This design comes from an exercise in tuning for small area, a short achievable clock period and few clock cycles on the open sky130 flow, not from production work.
In this exercise RTL edits were held to simulation tests only and were not proved equivalent to the original.
Power is estimated from default activity; no workload was simulated.

[flow/design.v]
`timescale 1ns / 1ps
module greedy_label_box_placer #(
    parameter int MAX_BOXES = 64
) (
    input  logic        clk,
    input  logic        rst_n,
    input  logic        cfg_we,
    input  logic [1:0]  cfg_index,
    input  logic [14:0] cfg_data,
    input  logic        in_valid,
    output logic        in_ready,
    input  logic [48:0] in_beat,
    output logic        out_valid,
    input  logic        out_ready,
    output logic [83:0] out_beat
);
    localparam int CW = $clog2(MAX_BOXES + 1);
    localparam logic [CW-1:0] COUNT_MAX = CW'(MAX_BOXES);
    function automatic logic [15:0] sat16(input logic signed [17:0] v);
        if (v[17:15] == 3'b000 || v[17:15] == 3'b111)
        begin
            sat16 = v[15:0];
        end
        else
        begin
            sat16 = {v[17], {15{!v[17]}}};
        end
    endfunction
    function automatic logic sle(input logic [15:0] a, input logic [15:0] b);
        logic [15:0] au, bu, g0, l0;
        logic [7:0]  g1, l1;
        logic [3:0]  g2, l2;
        logic [1:0]  g3, l3;
        au = {!a[15], a[14:0]};
        bu = {!b[15], b[14:0]};
        g0 = au & ~bu;
        l0 = ~au & bu;
        for (int i = 0; i < 8; i++)
        begin
            g1[i] = g0[2*i+1] | (!l0[2*i+1] & g0[2*i]);
            l1[i] = l0[2*i+1] | (!g0[2*i+1] & l0[2*i]);
        end
        for (int i = 0; i < 4; i++)
        begin
            g2[i] = g1[2*i+1] | (!l1[2*i+1] & g1[2*i]);
            l2[i] = l1[2*i+1] | (!g1[2*i+1] & l1[2*i]);
        end
        for (int i = 0; i < 2; i++)
        begin
            g3[i] = g2[2*i+1] | (!l2[2*i+1] & g2[2*i]);
            l3[i] = l2[2*i+1] | (!g2[2*i+1] & l2[2*i]);
        end
        sle = !(g3[1] | (!l3[1] & g3[0]));
    endfunction
    function automatic logic ovl(input logic [15:0] amin, input logic [15:0] amax,
                                 input logic [15:0] bmin, input logic [15:0] bmax);
        ovl = sle(amin, bmax) && sle(bmin, amax);
    endfunction
    logic [14:0] width_reg;
    logic [14:0] height_reg;
    logic [14:0] gap_reg;
    always_ff @(posedge clk or negedge rst_n)
    begin
        if (!rst_n)
        begin
            width_reg  <= 15'd102;
            height_reg <= 15'd51;
            gap_reg    <= 15'd51;
        end
        else if (cfg_we)
        begin
            case (cfg_index)
                2'd0: width_reg  <= cfg_data;
                2'd1: height_reg <= cfg_data;
                2'd2: gap_reg    <= cfg_data;
                default:
                begin
                end
            endcase
        end
    end
    logic c_v, b_v, o_v, s_v, rdy_reg;
    logic acc, take, b_go, c_go;
    logic c_v_n, b_v_n, o_v_n, s_v_n;
    assign acc  = in_valid && rdy_reg;
    assign take = o_v && out_ready;
    assign b_go = b_v && !s_v;
    assign c_go = c_v && (!b_v || !s_v);
    always_comb
    begin
        c_v_n = acc || (c_v && !c_go);
        b_v_n = c_go || (b_v && !b_go);
        o_v_n = o_v;
        s_v_n = s_v;
        if (s_v)
        begin
            if (take)
            begin
                s_v_n = 1'b0;
            end
        end
        else if (b_go)
        begin
            o_v_n = 1'b1;
            if (o_v && !out_ready)
            begin
                s_v_n = 1'b1;
            end
        end
        else if (take)
        begin
            o_v_n = 1'b0;
        end
    end
    always_ff @(posedge clk or negedge rst_n)
    begin
        if (!rst_n)
        begin
            c_v     <= 1'b0;
            b_v     <= 1'b0;
            o_v     <= 1'b0;
            s_v     <= 1'b0;
            rdy_reg <= 1'b1;
        end
        else
        begin
            c_v     <= c_v_n;
            b_v     <= b_v_n;
            o_v     <= o_v_n;
            s_v     <= s_v_n;
            rdy_reg <= !c_v_n || !b_v_n || !s_v_n;
        end
    end
    assign in_ready  = rdy_reg;
    assign out_valid = o_v;
    logic [15:0] gw_reg;     
    logic [15:0] gh_reg;     
    logic [14:0] w_nx, h_nx, g_nx;
    always_comb
    begin
        w_nx = width_reg;
        h_nx = height_reg;
        g_nx = gap_reg;
        if (cfg_we && cfg_index == 2'd0)
        begin
            w_nx = cfg_data;
        end
        if (cfg_we && cfg_index == 2'd1)
        begin
            h_nx = cfg_data;
        end
        if (cfg_we && cfg_index == 2'd2)
        begin
            g_nx = cfg_data;
        end
    end
    always_ff @(posedge clk or negedge rst_n)
    begin
        if (!rst_n)
        begin
            gw_reg <= 16'd153;
            gh_reg <= 16'd102;
        end
        else
        begin
            gw_reg <= {1'b0, g_nx} + {1'b0, w_nx};
            gh_reg <= {1'b0, g_nx} + {1'b0, h_nx};
        end
    end
    logic signed [17:0] sx, sy, sg, sgw, sgh;
    logic [15:0] n_xr0, n_xr1, n_xl0, n_xl1, n_yt0, n_yt1, n_yb0, n_yb1;
    always_comb
    begin
        sx  = {{2{in_beat[48]}}, in_beat[48:33]};
        sy  = {{2{in_beat[32]}}, in_beat[32:17]};
        sg  = {3'b000, gap_reg};
        sgw = {2'b00, gw_reg};
        sgh = {2'b00, gh_reg};
        n_xr0 = sat16(sx + sg);
        n_xr1 = sat16(sx + sgw);
        n_xl0 = sat16(sx - sgw);
        n_xl1 = sat16(sx - sg);
        n_yt0 = sat16(sy + sg);
        n_yt1 = sat16(sy + sgh);
        n_yb0 = sat16(sy - sgh);
        n_yb1 = sat16(sy - sg);
    end
    logic [1:0][15:0] c_xmin;
    logic [1:0][15:0] c_xmax;
    logic [1:0][15:0] c_ymin;
    logic [1:0][15:0] c_ymax;
    logic [15:0] c_tag;
    logic        c_sos;
    always_ff @(posedge clk)
    begin
        if (acc)
        begin
            c_xmin[0] <= n_xr0;
            c_xmax[0] <= n_xr1;
            c_xmin[1] <= n_xl0;
            c_xmax[1] <= n_xl1;
            c_ymin[0] <= n_yt0;
            c_ymax[0] <= n_yt1;
            c_ymin[1] <= n_yb0;
            c_ymax[1] <= n_yb1;
            c_tag     <= in_beat[16:1];
            c_sos     <= in_beat[0];
        end
    end
    logic [CW-1:0] cnt;
    logic [MAX_BOXES-1:0][15:0] st_xmin;
    logic [MAX_BOXES-1:0][15:0] st_xmax;
    logic [MAX_BOXES-1:0][15:0] st_ymin;
    logic [MAX_BOXES-1:0][15:0] st_ymax;
    localparam int GS = 8;
    localparam int NG = (MAX_BOXES + GS - 1) / GS;
    logic [MAX_BOXES-1:0][3:0] e_hit;
    logic [NG-1:0][3:0] c_ghits;
    for (genvar i = 0; i < MAX_BOXES; i++)
    begin : g_cmp
        logic xr, xl, yt, yb, v;
        assign v  = (cnt > CW'(i));
        assign xr = ovl(c_xmin[0], c_xmax[0], st_xmin[i], st_xmax[i]);
        assign xl = ovl(c_xmin[1], c_xmax[1], st_xmin[i], st_xmax[i]);
        assign yt = ovl(c_ymin[0], c_ymax[0], st_ymin[i], st_ymax[i]);
        assign yb = ovl(c_ymin[1], c_ymax[1], st_ymin[i], st_ymax[i]);
        assign e_hit[i] = {xl & yb, xr & yb, xl & yt, xr & yt} & {4{v}};
    end
    always_comb
    begin
        c_ghits = '0;
        for (int i = 0; i < MAX_BOXES; i++)
        begin
            c_ghits[i / GS] = c_ghits[i / GS] | e_hit[i];
        end
    end
    logic [1:0][15:0] b_xmin;
    logic [1:0][15:0] b_xmax;
    logic [1:0][15:0] b_ymin;
    logic [1:0][15:0] b_ymax;
    logic [15:0] b_tag;
    logic        b_sos;
    logic [NG-1:0][3:0] b_ghits;
    logic        b_stale;  
    logic [3:0]  b_px;     
    logic [3:0]  b_py;
    logic        b_pv;     
    logic        last_placed;
    logic [1:0]  last_pos;
    logic [3:0] n_px, n_py;
    always_comb
    begin
        for (int ci = 0; ci < 2; ci++)
        begin
            for (int bi = 0; bi < 2; bi++)
            begin
                n_px[2*ci+bi] = ovl(c_xmin[ci], c_xmax[ci], b_xmin[bi], b_xmax[bi]);
                n_py[2*ci+bi] = ovl(c_ymin[ci], c_ymax[ci], b_ymin[bi], b_ymax[bi]);
            end
        end
    end
    always_ff @(posedge clk)
    begin
        if (c_go)
        begin
            b_xmin <= c_xmin;
            b_xmax <= c_xmax;
            b_ymin <= c_ymin;
            b_ymax <= c_ymax;
            b_tag  <= c_tag;
            b_sos  <= c_sos;
            b_ghits <= c_ghits;
            b_stale <= c_sos || (b_v && b_sos);
            b_px   <= n_px;
            b_py   <= n_py;
        end
    end
    always_ff @(posedge clk or negedge rst_n)
    begin
        if (!rst_n)
        begin
            b_pv <= 1'b0;
        end
        else if (c_go)
        begin
            b_pv <= b_v && !c_sos;
        end
    end
    logic [3:0]    b_hits;
    logic [3:0]    hit;
    logic          found;
    logic [1:0]    pos;
    logic [CW-1:0] cnt_eff;
    logic          full;
    logic          placed;
    logic [15:0]   s_xmin, s_xmax, s_ymin, s_ymax;
    logic [83:0]   res;
    always_comb
    begin
        b_hits = '0;
        for (int g = 0; g < NG; g++)
        begin
            b_hits = b_hits | b_ghits[g];
        end
        if (b_stale)
        begin
            b_hits = '0;
        end
        for (int k = 0; k < 4; k++)
        begin
            hit[k] = b_hits[k] ||
                     (b_pv && last_placed &&
                      b_px[2*(k & 1) + int'(last_pos[0])] &&
                      b_py[2*(k >> 1) + int'(last_pos[1])]);
        end
        found = !(&hit);
        pos   = !hit[0] ? 2'd0 : !hit[1] ? 2'd1 : !hit[2] ? 2'd2 : 2'd3;
        cnt_eff = b_sos ? '0 : cnt;
        full    = (cnt_eff == COUNT_MAX);
        placed  = found && !full;
        s_xmin  = b_xmin[pos[0]];
        s_xmax  = b_xmax[pos[0]];
        s_ymin  = b_ymin[pos[1]];
        s_ymax  = b_ymax[pos[1]];
        res = '0;
        res[83]   = placed;
        res[16:1] = b_tag;
        res[0]    = found && full;
        if (found)
        begin
            res[82:81] = pos;
            res[80:65] = s_xmin;
            res[64:49] = s_ymin;
            res[48:33] = s_xmax;
            res[32:17] = s_ymax;
        end
    end
    always_ff @(posedge clk or negedge rst_n)
    begin
        if (!rst_n)
        begin
            cnt         <= '0;
            last_placed <= 1'b0;
            last_pos    <= 2'd0;
        end
        else if (b_go)
        begin
            cnt         <= CW'(cnt_eff + CW'(placed));
            last_placed <= placed;
            last_pos    <= pos;
        end
    end
    always_ff @(posedge clk)
    begin
        for (int i = 0; i < MAX_BOXES; i++)
        begin
            if (b_go && (cnt_eff == CW'(i)))
            begin
                st_xmin[i] <= s_xmin;
                st_xmax[i] <= s_xmax;
                st_ymin[i] <= s_ymin;
                st_ymax[i] <= s_ymax;
            end
        end
    end
    logic [83:0] out_reg;
    logic [83:0] skid_reg;
    always_ff @(posedge clk)
    begin
        if (s_v)
        begin
            if (take)
            begin
                out_reg <= skid_reg;
            end
        end
        else if (b_go)
        begin
            if (o_v && !out_ready)
            begin
                skid_reg <= res;
            end
            else
            begin
                out_reg <= res;
            end
        end
    end
    assign out_beat = out_reg;
endmodule
[flow/run.sh]
#!/bin/bash
# synth_recipe.tcl (not shown) runs the flow's synth.tcl, then flattens the netlist and writes it again
# the make line also repeats each setting of config.mk as NAME=value (left out here)
make -C /OpenROAD-flow-scripts/flow DESIGN_CONFIG=/design/flow/config.mk WORK_HOME=/design/flow/orfs CLKGATE_MAP_FILE= SYNTH_SCRIPT=/design/flow/synth_recipe.tcl finish
[flow/config.mk]
export PLATFORM = sky130hd
export DESIGN_NAME = greedy_label_box_placer
export DESIGN_NICKNAME = greedy_label_box_placer
export VERILOG_FILES = /design/flow/design.v
export SDC_FILE = /design/flow/constraint.sdc
export NUM_CORES = 4
export LEC_CHECK = 0
export CAP_MARGIN = 20
export CELL_PAD_IN_SITES_DETAIL_PLACEMENT = 1
export CELL_PAD_IN_SITES_GLOBAL_PLACEMENT = 1
export CORE_MARGIN = 2
export CORE_UTILIZATION = 40
export PLACE_DENSITY = 0.5
export SLEW_MARGIN = 20
[flow/constraint.sdc]
create_clock -name core_clock -period 8.0 [get_ports {clk}]
set_input_delay 1.6000 -clock core_clock [delete_from_list [all_inputs] [get_ports {clk}]]
set_output_delay 1.6000 -clock core_clock [all_outputs]
set_load 0.01 [all_outputs]
==> impl_metrics.py, run 1 <==
metrics = {
    "detailed_routing": {
        "drcViolationCount": 0,
        "drtAntennaViolNets": 0,
        "dr.pass1.iters": 12,
        "routed_wl_um": 1820000,
        "viasPerCell": 7.15,
        "drt_iter0_markers": 54400,
        "routedWlPerCell_um": 46.2,
        "routed-via-count": 281000,
    },
    "logic_synthesis": {
        "syn_nets": 29300,
        "synth-seq-cells": 4688,
        "syn_area_um2": 292000,
        "yosysSeqAreaShare_pct": 48.1,
        "netlist_instances": 29000,
        "synth.distinct_cells": 98,
        "synthFlopType": "edfxtp_1",
        "avgSynthCellArea_um2": 10.0,
        "synth.top_cells.by_area": "edfxtp_1, maj3_1, a21oi_1",
        "synth_edf_count": 4595,
        "synth-async-reset-ratio_pct": 1.98,
        "synth_top_area_cell": "edfxtp_1",
        "yosys_warnings": 1,
        "synth_top_area_share_pct": 47.3,
    },
    "setup_path": {
        "crit_arrival_ns": 7.85,
        "end_kind": "register",
        "reg2reg_depth": 15,
        "crit_path_start_kind": "register",
        "worstSetupStartpoint": "c_xmax[17]$_DFFE_PP_",
        "regToRegStartpoint": "c_xmax[17]$_DFFE_PP_",
        "cp.required_ns": 9.02,
        "timing_worst_setup_path_type": "register to register",
        "cp_max_fo": 23,
    },
    "clocking": {
        "root_buffer": "clkbuf_16",
        "holdBufCountCts": 0,
        "h-tree-depth": 6,
        "clock_path_buffers": 4,
        "clk_pin_slew_ns": 0.06,
        "cts.sinks": 4688,
        "worstSkewPairLatency_ns": 1.23,
        "cts_tree": "done",
        "cts_made_buffers": 599,
        "cts_resized": 0,
        "post_cts_buffers": 0,
    },
    "finish": {
        "drive_gt1_share_pct": 9.10,
        "nets": 29400,
        "fill_cells": 78900,
        "synthToLayoutAreaGrowth_pct": 13.2,
        "postLayoutCoreUtil_pct": 45.5,
    },
    "power_and_ir_drop": {
        "p_leak_nw": 110,
        "p_per_area_nw_per_um2": 447,
        "ir_worst_vdd_mv": 0.477,
    },
    "floorplanning": {
        "die_w_um": 858,
        "io_pins": 157,
        "die_h_um": 858,
        "initial_core_util_pct": 40.1,
        "core_um2": 726000,
        "placementRows": 313,
        "die_area_um2": 736000,
    },
    "sta": {
        "finClkSkew_ns": 0.0673,
        "tightest_slew_ns": 1.38,
        "min_period_ns": 6.83,
        "grt_setup_unrepaired": "no",
        "min_period_over_period_pct": 85.4,
        "setup_viol": 0,
        "fin_setup_tns_ns": 0,
        "maxSlewViolCount": 0,
        "hold_violations": 0,
        "worst_slack_ns": 1.17,
        "max_freq_ghz": 0.146,
        "slew_headroom_pct": 8.33,
    },
    "flow_run": {
        "drv_cap": 0,
    },
    "placement": {
        "pre_cts_ws_ns": 1.55,
        "gp_congestion": 1.02,
        "place.port_buffers": 156,
        "dp_hpwl_um": 1260000,
    },
    "grt": {
        "grtUsageTotal_pct": 47.3,
        "antenna_found_initial": 386,
        "grt_max_degree": 131,
        "grt_pass1_wl_um": 2380000,
        "grt_pass1_vias": 262000,
        "grt_overflow": 0,
    },
    "run_status": {
        "status": "no timing/DRC/antenna violations",
    },
    "min_path": {
        "hp-class": "input port to asynchronous set/reset pin",
    },
}
[synth_stat cells, types with 158 or more instances]
| library cell | number |
|---|---|
| maj3_1 | 3924 |
| nor3_1 | 305 |
| inv_1 | 1861 |
| o31ai_1 | 224 |
| a31oi_1 | 292 |
| nand2b_1 | 1098 |
| clkbuf_1 | 1285 |
| a2111oi_0 | 166 |
| ha_1 | 158 |
| o22ai_1 | 747 |
| nand3_1 | 267 |
| o211ai_1 | 241 |
| a22oi_1 | 379 |
| a211oi_1 | 247 |
| a21oi_1 | 2259 |
| nor2_1 | 2036 |
| edfxtp_1 | 4595 |
| nand2_1 | 2081 |
| a21o_1 | 160 |
| o21ai_0 | 2123 |
| nor2b_1 | 984 |
| o221ai_1 | 303 |
| a221oi_1 | 277 |
| buf_1 | 565 |
[per-layer routing]
metal | vias up | GRT usage, % | wire [µm]
met5 | - | 0.0968 | 852
met4 | 124 | 27.0 | 126000
met3 | 4151 | 21.3 | 300000
met2 | 22000 | 61.7 | 684000
met1 | 145000 | 64.0 | 709000
li1 | 110000 | - | -
[worst max-delay path, cell delays in order (launching register included)]
cell	delay [ns]
edfxtp_1	1.04
inv_2	0.46
buf_4	0.47
maj3_1	0.44
maj3_1	0.39
maj3_1	0.40
a2111oi_0	0.71
o311ai_0	0.49
buf_4	0.29
a31oi_1	0.15
o211ai_1	0.29
buf_4	0.33
or2_2	0.30
o211ai_1	0.29
a211oi_1	0.27
o211ai_1	0.20
[worst paths after layout]
kind	endpoint	slack [ns]
max	b_ghits[9]$_DFFE_PP_	1.17
min	gap_reg[2]$_DFFE_PN0P_	0.24
max reg2reg	b_ghits[9]$_DFFE_PP_	1.17
min reg2reg	b_tag[11]$_DFFE_PP_	0.42
max in group asynchronous	gap_reg[4]$_DFFE_PN1P_	6.17
min in group core_clock	b_tag[11]$_DFFE_PP_	0.42
[cell type report]
class	count	area (µm²)	share of cell area, %
sequential	4688	140000	42.5
multi-input combinational	20600	139000	42.0
clock buffer	746	16100	4.87
timing repair buffer	1372	12800	3.87
tap	9607	12000	3.64
inverter	1909	7410	2.25
clock inverter	322	2680	0.813
antenna	156	390	0.118
[placed cells by master, fill, tap and decap left out, types with 170 or more instances in the layout]
master and count:
nand2b_1 1096, o221ai_1 301, clkbuf_16 622, nand2_1 2080
o21ai_0 2074, buf_4 1039, edfxtp_1 4595, a21oi_1 2238
a22oi_1 378, o211ai_1 241, nand3_1 267, maj3_1 3922
clkinv_2 170, nor2_1 1969, inv_1 1722, a221oi_1 272
o31ai_1 218, a211oi_1 233, a31oi_1 286, o22ai_1 745
nor3_1 293, nor2b_1 981
[metrics by stage]
step / hold WS, ns / instances / total power [mW] / area, µm²
finish: 0.245 / 39400 / 147 / 330000
global route: 0.250 / 39200 / 147 / 330000
CTS: 0.198 / 39200 / 142 / 330000
detailed placement: 0.406 / 38100 / 115 / 311000
global placement: 0.402 / 38100 / 114 / 311000
floorplan: 0.400 / 29000 / 69.7 / 292000
[cell families after synthesis]
logic type	count (synthesis)	synth area share, %
adders and majority gates	4125	14.3
xor gates and xnor gates	110	0.330
buffers and inverters	3781	4.88
and+or+nand+nor	7322	12.1
DFF	4688	48.1
AOI/OAI and AO/OA	8878	19.8
muxes	130	0.486
[report_power, final]
| group | switching, mW | internal [mW] |
|---|---|---|
| Sequential | 2.17 | 34.4 |
| Clock | 11.9 | 15.5 |
| Combinational | 64.8 | 18.7 |
| Total | 78.8 | 68.6 |
Testbench counts, summed over its fixed seeds: cycles 5,701.
==> inputs of run 2 (changes only) <==
--- a/flow/config.mk
+++ b/flow/config.mk
@@ -10,5 +10,7 @@
 export CELL_PAD_IN_SITES_GLOBAL_PLACEMENT = 1
 export CORE_MARGIN = 2
 export CORE_UTILIZATION = 40
+export CTS_BUF_LIST = sky130_fd_sc_hd__clkbuf_8
 export PLACE_DENSITY = 0.5
+export SETUP_SLACK_MARGIN = 3.5
 export SLEW_MARGIN = 20
==> impl_metrics.py, run 2 <==
metrics = {
    "sta": {
        "maxSlewViolCount": 0,
        "fin_setup_tns_ns": 0,
        "min_period_ns": 4.96,
        "hold-worst-slack_ns": 0.134,
        "min_period_over_period_pct": 61.9,
        "grt_setup_unrepaired": "yes",
        "tightest_slew_ns": 1.39,
        "max_freq_ghz": 0.202,
        "worst_slack_ns": 3.04,
        "finClkSkew_ns": 0.106,
        "setup_viol": 0,
        "slew_headroom_pct": 6.93,
        "hold_violations": 0,
    },
    "grt": {
        "grt_pass1_wl_um": 2430000,
        "grt_max_degree": 123,
        "grtUsageTotal_pct": 48.5,
        "antenna_found_initial": 340,
        "grt_pass1_vias": 264000,
        "grt_overflow": 0,
    },
    "logic_synthesis": {
        "netlist_instances": 29000,
        "syn_nets": 29300,
        "synth_top_area_share_pct": 47.3,
        "ys_top_cells_by_count": "edfxtp_1, maj3_1, a21oi_1",
        "yosys_warnings": 1,
        "synth-async-reset-ratio_pct": 1.98,
        "avgSynthCellArea_um2": 10.0,
        "yosysMostFrequentCell": "edfxtp_1",
        "yosysSeqAreaShare_pct": 48.1,
        "synth.distinct_cells": 98,
        "synth_top_area_cell": "edfxtp_1",
        "synthFlopType": "edfxtp_1",
        "synth-seq-cells": 4688,
        "synth_edf_count": 4595,
        "syn_area_um2": 292000,
        "synth.top_cells.by_area": "edfxtp_1, maj3_1, a21oi_1",
    },
    "placement": {
        "place.port_buffers": 156,
        "pre_cts_ws_ns": 1.77,
        "dp_hpwl_um": 1260000,
        "gp_congestion": 1.04,
    },
    "clocking": {
        "clock_path_buffers": 4,
        "holdBufCountCts": 0,
        "root_buffer": "clkbuf_8",
        "h-tree-depth": 6,
        "cts_made_buffers": 887,
        "cts_tree": "done",
        "worstSkewPairLatency_ns": 1.57,
        "cts.sinks": 4688,
        "clk_pin_slew_ns": 0.07,
    },
    "detailed_routing": {
        "drt_iter0_markers": 53800,
        "dr.pass1.iters": 10,
        "routed-via-count": 287000,
        "routed_wl_um": 1870000,
        "drtAntennaViolNets": 0,
        "routedWlPerCell_um": 46.4,
        "viasPerCell": 7.11,
        "drcViolationCount": 0,
    },
    "floorplanning": {
        "core_um2": 726000,
        "initial_core_util_pct": 40.1,
        "placementRows": 313,
        "die_h_um": 858,
        "die_w_um": 858,
        "io_pins": 157,
        "die_area_um2": 736000,
    },
    "setup_path": {
        "crit_path_start_kind": "register",
        "cp.required_ns": 9.16,
        "crit_slowest_cell": "nor2_4",
        "crit_arrival_ns": 6.11,
        "timing_worst_setup_path_type": "register to register",
        "crit_buf_inv": 1,
        "cp_max_fo": 64,
        "path_delay_family": "simple AND/OR/NAND/NOR gates",
        "cp_cell_sequence": "nor4_1 > a21oi_2 > a21o_2 > nand2b_2 > nor2_4 > buf_4 > o31ai_1",
        "end_kind": "register",
        "crit_path_max_incr_delay_ns": 0.93,
    },
    "power_and_ir_drop": {
        "p_leak_nw": 115,
        "ir_worst_vdd_mv": 0.431,
        "p_per_area_nw_per_um2": 442,
    },
    "min_path": {
        "hp-class": "input port to asynchronous set/reset pin",
    },
    "run_status": {
        "status": "no timing/DRC/antenna violations",
    },
    "finish": {
        "final_common_cell": "edfxtp_1",
        "drive_gt1_share_pct": 13.6,
        "nets": 30100,
        "synthToLayoutAreaGrowth_pct": 16.4,
        "layout_common_cells": "edfxtp_1, maj3_1, a21oi_1",
    },
    "flow_run": {
        "drv_cap": 0,
    },
}
-- run 2: changes by cell type in the layout (fill, tap and decap cells not counted), moves of 94 or more --
cell       previous run  this run
buf_4              1039      1133
buf_6                 4       139
clkbuf_1            120         0
clkbuf_16           622         4
clkbuf_8              4       917
inv_1              1722      2013
maj3_1             3922      3704
maj3_2               35       226
-- run 2: power breakdown --
part,switching (mW),total [mW],internal [mW]
sequential,1.84,36.2,34.3
clock,12.1,23.5,11.4
combinational,68.5,90.4,21.9
total,82.4,150,67.7
-- run 2: path summary, 6_finish.rpt --
path                                        from  slack, ns  cells past startpoint                     to
setup / recovery           b_ghits[29]$_DFFE_PP_       3.04                      7  out_reg[45]$_DFFE_PP_
max in group asynchronous                  rst_n       6.53                      2          s_v$_DFF_PN0_
hold reg to reg               c_tag[9]$_DFFE_PP_       0.42                      0     b_tag[9]$_DFFE_PP_
setup reg to reg           b_ghits[29]$_DFFE_PP_       3.04                      7  out_reg[45]$_DFFE_PP_
hold / removal                             rst_n       0.13                      1    gh_reg[8]$_DFF_PN0_
min in group core_clock       c_tag[9]$_DFFE_PP_       0.42                      0     b_tag[9]$_DFFE_PP_
-- run 2: logic make-up (layout without fill, tap and decap cells) --
| group | after synthesis | count (layout) | share of synthesized area (%) |
|---|---|---|---|
| and+or+nand+nor | 7322 | 7325 | 12.1 |
| xor gates and xnor gates | 110 | 110 | 0.330 |
| muxes | 130 | 130 | 0.486 |
| DFF | 4688 | 4688 | 48.1 |
| adders and majority gates | 4125 | 4125 | 14.3 |
| buffers and inverters | 3781 | 5318 | 4.88 |
| other | 0 | 192 | 0 |
| AOI/OAI and AO/OA | 8878 | 8879 | 19.8 |
-- run 2: final cells by class --
type,instances,area [µm²]
Clock inverter,710,3830
Fill cell,79100,387000
Sequential cell,4688,140000
Antenna cell,192,480
Inverter,1909,8010
Multi-Input combinational cell,20600,143000
Timing Repair inverter,3,28.8
Clock buffer,913,12600
Timing Repair Buffer,1783,19100
Tap cell,9607,12000
-- run 2: layer usage --
| metal | GRT usage, % | share of wire [%] |
|---|---|---|
| met4 | 27.7 | 6.9 |
| met1 | 65.1 | 39 |
| met5 | 0.497 | 0.055 |
| met2 | 62.4 | 37 |
| met3 | 23.7 | 17 |
-- run 2: timing repair --
item / in CTS / in global routing
setup buffers: 272 / 91
resized for setup: 1053 / 592
cloned: 43 / 7
endpoints found under the setup margin: 2234 / 1092
pin swaps: 204 / 277
-- run 2: metrics by stage --
stage / total power [mW] / cell area [µm²] / cells / util [%]
global placement: 114 / 310000 / 38100 / 42.7
global route: 149 / 339000 / 40200 / 46.7
floorplan: 69.6 / 292000 / 29000 / -
CTS: 142 / 336000 / 40100 / 46.2
finish: 150 / 339000 / 40400 / 46.7
detailed placement: 114 / 311000 / 38100 / 42.8
==> inputs of run 3 (changes only) <==
--- a/flow/design.v
+++ b/flow/design.v
@@ -208,28 +208,39 @@
         end
     end
     logic [CW-1:0] cnt;
+    logic [CW-1:0] wcnt;
+    logic          pd_v;
+    logic [CW-1:0] pd_idx;
+    logic [15:0]   pd_xmin, pd_xmax, pd_ymin, pd_ymax;
     logic [MAX_BOXES-1:0][15:0] st_xmin;
     logic [MAX_BOXES-1:0][15:0] st_xmax;
     logic [MAX_BOXES-1:0][15:0] st_ymin;
     logic [MAX_BOXES-1:0][15:0] st_ymax;
-    localparam int GS = 8;
-    localparam int NG = (MAX_BOXES + GS - 1) / GS;
-    logic [MAX_BOXES-1:0][3:0] e_hit;
+    localparam int GS = 1;
+    localparam int NE = MAX_BOXES + 1;
+    localparam int NG = (NE + GS - 1) / GS;
+    logic [NE-1:0][3:0] e_hit;
     logic [NG-1:0][3:0] c_ghits;
     for (genvar i = 0; i < MAX_BOXES; i++)
     begin : g_cmp
         logic xr, xl, yt, yb, v;
-        assign v  = (cnt > CW'(i));
+        assign v  = (wcnt > CW'(i));
         assign xr = ovl(c_xmin[0], c_xmax[0], st_xmin[i], st_xmax[i]);
         assign xl = ovl(c_xmin[1], c_xmax[1], st_xmin[i], st_xmax[i]);
         assign yt = ovl(c_ymin[0], c_ymax[0], st_ymin[i], st_ymax[i]);
         assign yb = ovl(c_ymin[1], c_ymax[1], st_ymin[i], st_ymax[i]);
         assign e_hit[i] = {xl & yb, xr & yb, xl & yt, xr & yt} & {4{v}};
     end
+    logic pxr, pxl, pyt, pyb;
+    assign pxr = ovl(c_xmin[0], c_xmax[0], pd_xmin, pd_xmax);
+    assign pxl = ovl(c_xmin[1], c_xmax[1], pd_xmin, pd_xmax);
+    assign pyt = ovl(c_ymin[0], c_ymax[0], pd_ymin, pd_ymax);
+    assign pyb = ovl(c_ymin[1], c_ymax[1], pd_ymin, pd_ymax);
+    assign e_hit[MAX_BOXES] = {pxl & pyb, pxr & pyb, pxl & pyt, pxr & pyt} & {4{pd_v}};
     always_comb
     begin
         c_ghits = '0;
-        for (int i = 0; i < MAX_BOXES; i++)
+        for (int i = 0; i < NE; i++)
         begin
             c_ghits[i / GS] = c_ghits[i / GS] | e_hit[i];
         end
@@ -350,16 +361,41 @@
             last_pos    <= pos;
         end
     end
+    always_ff @(posedge clk or negedge rst_n)
+    begin
+        if (!rst_n)
+        begin
+            pd_v <= 1'b0;
+            wcnt <= '0;
+        end
+        else
+        begin
+            pd_v <= b_go && placed;
+            if (b_go && b_sos)
+            begin
+                wcnt <= '0;
+            end
+            else if (pd_v)
+            begin
+                wcnt <= CW'(pd_idx + CW'(1));
+            end
+        end
+    end
     always_ff @(posedge clk)
     begin
+        pd_idx  <= cnt_eff;
+        pd_xmin <= s_xmin;
+        pd_xmax <= s_xmax;
+        pd_ymin <= s_ymin;
+        pd_ymax <= s_ymax;
         for (int i = 0; i < MAX_BOXES; i++)
         begin
-            if (b_go && (cnt_eff == CW'(i)))
+            if (pd_v && (pd_idx == CW'(i)))
             begin
-                st_xmin[i] <= s_xmin;
-                st_xmax[i] <= s_xmax;
-                st_ymin[i] <= s_ymin;
-                st_ymax[i] <= s_ymax;
+                st_xmin[i] <= pd_xmin;
+                st_xmax[i] <= pd_xmax;
+                st_ymin[i] <= pd_ymin;
+                st_ymax[i] <= pd_ymax;
             end
         end
     end
--- a/flow/config.mk
+++ b/flow/config.mk
@@ -10,7 +10,6 @@
 export CELL_PAD_IN_SITES_GLOBAL_PLACEMENT = 1
 export CORE_MARGIN = 2
 export CORE_UTILIZATION = 40
-export CTS_BUF_LIST = sky130_fd_sc_hd__clkbuf_8
 export PLACE_DENSITY = 0.5
-export SETUP_SLACK_MARGIN = 3.5
+export SETUP_SLACK_MARGIN = 4.0
 export SLEW_MARGIN = 20
==> impl_metrics.py, run 3 <==
metrics = {
    "grt": {
        "grt_overflow": 0,
        "antenna_found_initial": 245,
        "grt_pass1_vias": 262000,
        "grtUsageTotal_pct": 44.6,
        "grt_pass1_wl_um": 2300000,
        "grt_max_degree": 148,
    },
    "finish": {
        "synthToLayoutAreaGrowth_pct": 22.7,
        "design_area_um2": 364000,
        "final_cell_count_no_fill": 39700,
        "layout_common_cells": "edfxtp_1, maj3_1, a21oi_1",
        "nets": 29500,
        "drive_gt1_share_pct": 22.1,
        "final_common_cell": "edfxtp_1",
        "postLayoutCoreUtil_pct": 49.2,
    },
    "power_and_ir_drop": {
        "switching_share_pct": 50.2,
        "p_per_area_nw_per_um2": 426,
        "p_total_mw": 155,
        "ir_worst_vdd_mv": 0.404,
        "seqPwrFrac_pct": 25.6,
        "pwr-share-comb_pct": 56.1,
        "p_leak_nw": 121,
        "internal_power_mw": 77.2,
        "clkPwrFrac_pct": 18.3,
        "p_sw_mw": 77.8,
    },
    "sta": {
        "maxSlewViolCount": 0,
        "hold_violations": 0,
        "grt_setup_unrepaired": "yes",
        "finClkSkew_ns": 0.0422,
        "fin_setup_tns_ns": 0,
        "min_period_over_period_pct": 60.1,
        "min_period_ns": 4.80,
        "setup_viol": 0,
        "max_freq_ghz": 0.208,
        "worst_slack_ns": 3.20,
        "hold-worst-slack_ns": 0.418,
        "slew_headroom_pct": 14.0,
        "tightest_slew_ns": 1.28,
    },
    "floorplanning": {
        "initial_core_util_pct": 40.1,
        "die_w_um": 866,
        "core_um2": 740000,
        "placementRows": 316,
        "die_area_um2": 749000,
        "die_h_um": 866,
        "io_pins": 157,
    },
    "clocking": {
        "clk_pin_slew_ns": 0.06,
        "worstSkewPairLatency_ns": 1.23,
        "holdBufCountCts": 0,
        "h-tree-depth": 6,
        "clock_path_buffers": 4,
        "cts.sinks": 4995,
        "cts_tree": "done",
        "root_buffer": "clkbuf_16",
        "cts_made_buffers": 626,
    },
    "detailed_routing": {
        "wl_met2_um": 707000,
        "viasPerCell": 6.88,
        "wl_met1_um": 684000,
        "routedWlPerCell_um": 44.0,
        "dr.pass1.iters": 9,
        "drtAntennaViolNets": 0,
        "drcViolationCount": 0,
        "routed_wl_um": 1750000,
        "dr_wl_met3_um": 229000,
        "highest_layer": "met5",
        "routed-via-count": 273000,
        "drt_iter0_markers": 44400,
    },
    "logic_synthesis": {
        "yosys_warnings": 1,
        "synth.top_cells.by_area": "edfxtp_1, maj3_1, a21oi_1",
        "synth_edf_count": 4823,
        "synth-seq-cells": 4995,
        "yosysMostFrequentCell": "edfxtp_1",
        "syn_nets": 28400,
        "netlist_instances": 28200,
        "avgSynthCellArea_um2": 10.5,
        "synth.distinct_cells": 102,
        "yosysSeqAreaShare_pct": 50.1,
        "synth-async-reset-ratio_pct": 2.02,
        "syn_area_um2": 297000,
        "synth_top_area_cell": "edfxtp_1",
        "ys_top_cells_by_count": "edfxtp_1, maj3_1, a21oi_1",
        "synthFlopType": "edfxtp_1",
        "synth_top_area_share_pct": 48.8,
    },
    "placement": {
        "gp_congestion": 0.992,
        "pre_cts_ws_ns": 1.74,
        "dp_hpwl_um": 1170000,
        "place_area_um2": 316000,
        "place.port_buffers": 156,
        "dp.cells": 37500,
    },
    "setup_path": {
        "cp.required_ns": 9.01,
        "crit_path_start_kind": "register",
        "crit_arrival_ns": 5.81,
        "cp_max_fo": 8,
        "end_kind": "register",
        "timing_worst_setup_path_type": "register to register",
    },
    "min_path": {
        "hp-class": "register to register",
    },
    "run_status": {
        "status": "no timing/DRC/antenna violations",
    },
    "flow_run": {
        "drv_cap": 0,
    },
}
-- run 3: cell count changes after synthesis, moves of 227 or more --
cell | before | now
maj3_1 | 3924 | 4467
a21oi_1 | 2259 | 2032
o21ai_0 | 2123 | 1802
nand2_1 | 2081 | 1798
inv_1 | 1861 | 1615
edfxtp_1 | 4595 | 4823
-- run 3: path summary, 6_finish.rpt --
kind                                    endpoint                   start  depth (start not counted)  slack, ns
setup / recovery           out_reg[25]$_DFFE_PP_  b_ghits[107]$_DFFE_PP_                         12       3.20
hold reg to reg               b_tag[9]$_DFFE_PP_      c_tag[9]$_DFFE_PP_                          0       0.42
setup reg to reg           out_reg[25]$_DFFE_PP_  b_ghits[107]$_DFFE_PP_                         12       3.20
min in group asynchronous    gh_reg[0]$_DFF_PN0_                   rst_n                          1       0.45
max in group asynchronous          s_v$_DFF_PN0_                   rst_n                          2       6.10
hold / removal                b_tag[9]$_DFFE_PP_      c_tag[9]$_DFFE_PP_                          0       0.42
-- run 3: power groups by stage --
stage / Clock, mW / Sequential (mW) / Combinational, mW
6_report: 28.4 / 39.8 / 87.0
2_1_floorplan: 0 / 38.7 / 31.5
3_3_place_gp: 0 / 39.9 / 68.8
4_1_cts: 28.4 / 39.3 / 79.2
5_1_grt: 29.3 / 39.7 / 87.1
3_5_place_dp: 0 / 39.9 / 69.3
-- run 3: logic make-up (layout without fill, tap and decap cells) --
family,after synthesis,after routing,synth area share [%]
multiplexers,139,139,0.507
XOR/XNOR,119,119,0.351
AO/OA/AOI/OAI,7824,7826,17.1
adder cells (fa/ha/maj),4780,4780,16.3
other,0,109,0
buffers and inverters,3484,5020,4.48
AND/OR/NAND/NOR,6828,6831,11.1
flip-flops,4995,4995,50.1
-- run 3: cell type report --
class,count,area [µm²]
timing repair inverter,1,8.76
timing repair buffer,2235,25700
multi-input combinational,19700,151000
fill,77400,376000
inverter,1683,7040
sequential,4995,149000
tap,9858,12300
antenna,109,273
clock inverter,307,2740
clock buffer,794,16600
-- run 3: per-layer routing --
metal,global-route usage [%],vias up
li1,-,109000
met4,26.2,100
met3,14.3,3655
met1,59.8,143000
met2,62.8,17800
met5,0.387,-
-- run 3: worst max-delay path, stage by stage, from the launching register on --
cell and delay (ns):
edfxtp_1 0.78, nor4_4 0.34, nand4_1 0.74, nor4_4 1.12, a41oi_2 0.33, a21oi_2 0.20
or2_4 0.15, nor2_4 0.07, buf_12 0.14, buf_16 0.15, buf_4 0.15, buf_6 0.11
o31ai_4 0.26
-- run 3: what timing repair did --
item | in CTS | in global routing
endpoints found under the hold margin | 0 | 0
resized for setup | 3126 | 1787
setup endpoints to repair | 811 | 673
buffers inserted | 576 | 282
cloned | 76 | 7
pin swaps | 1201 | 1667
Testbench counts of run 3, summed over its fixed seeds: cycles 5,701.

[port drivers added, routing unchanged]
Ports are ideal in the flow. The routed layouts listed here were re-timed in OpenROAD. Step 1 sets driving cells, clkbuf_16 on the clock port and buf_2 on the other inputs (assumed; they add their load-dependent delay and slew). Step 2 adds t to the input delays and takes it off the output delays; t is the mean of the earliest and latest rising clock arrival at the registers after step 1. Input paths then give back, and output paths get back, about the clock's delay inside the block. Slacks: ideal ports / drivers / drivers and shift; pairs: ideal ports / drivers.
| run | shift t [ns] | setup slack, ns | cell pins on the clock port's net |
|---|---|---|---|
| run 1 | 1.346 | 1.171 / 1.171 / 1.171 | 1 |
| run 2 | 1.671 | 3.045 / 3.045 / 2.090 | 1 |
| run 3 | 1.366 | 3.196 / 3.196 / 2.887 | 1 |
After both steps setup and hold are still met in every run listed. The setup slack of run 2, which loses most, moves by 0.000 ns with the drivers and by -0.955 ns with both steps.
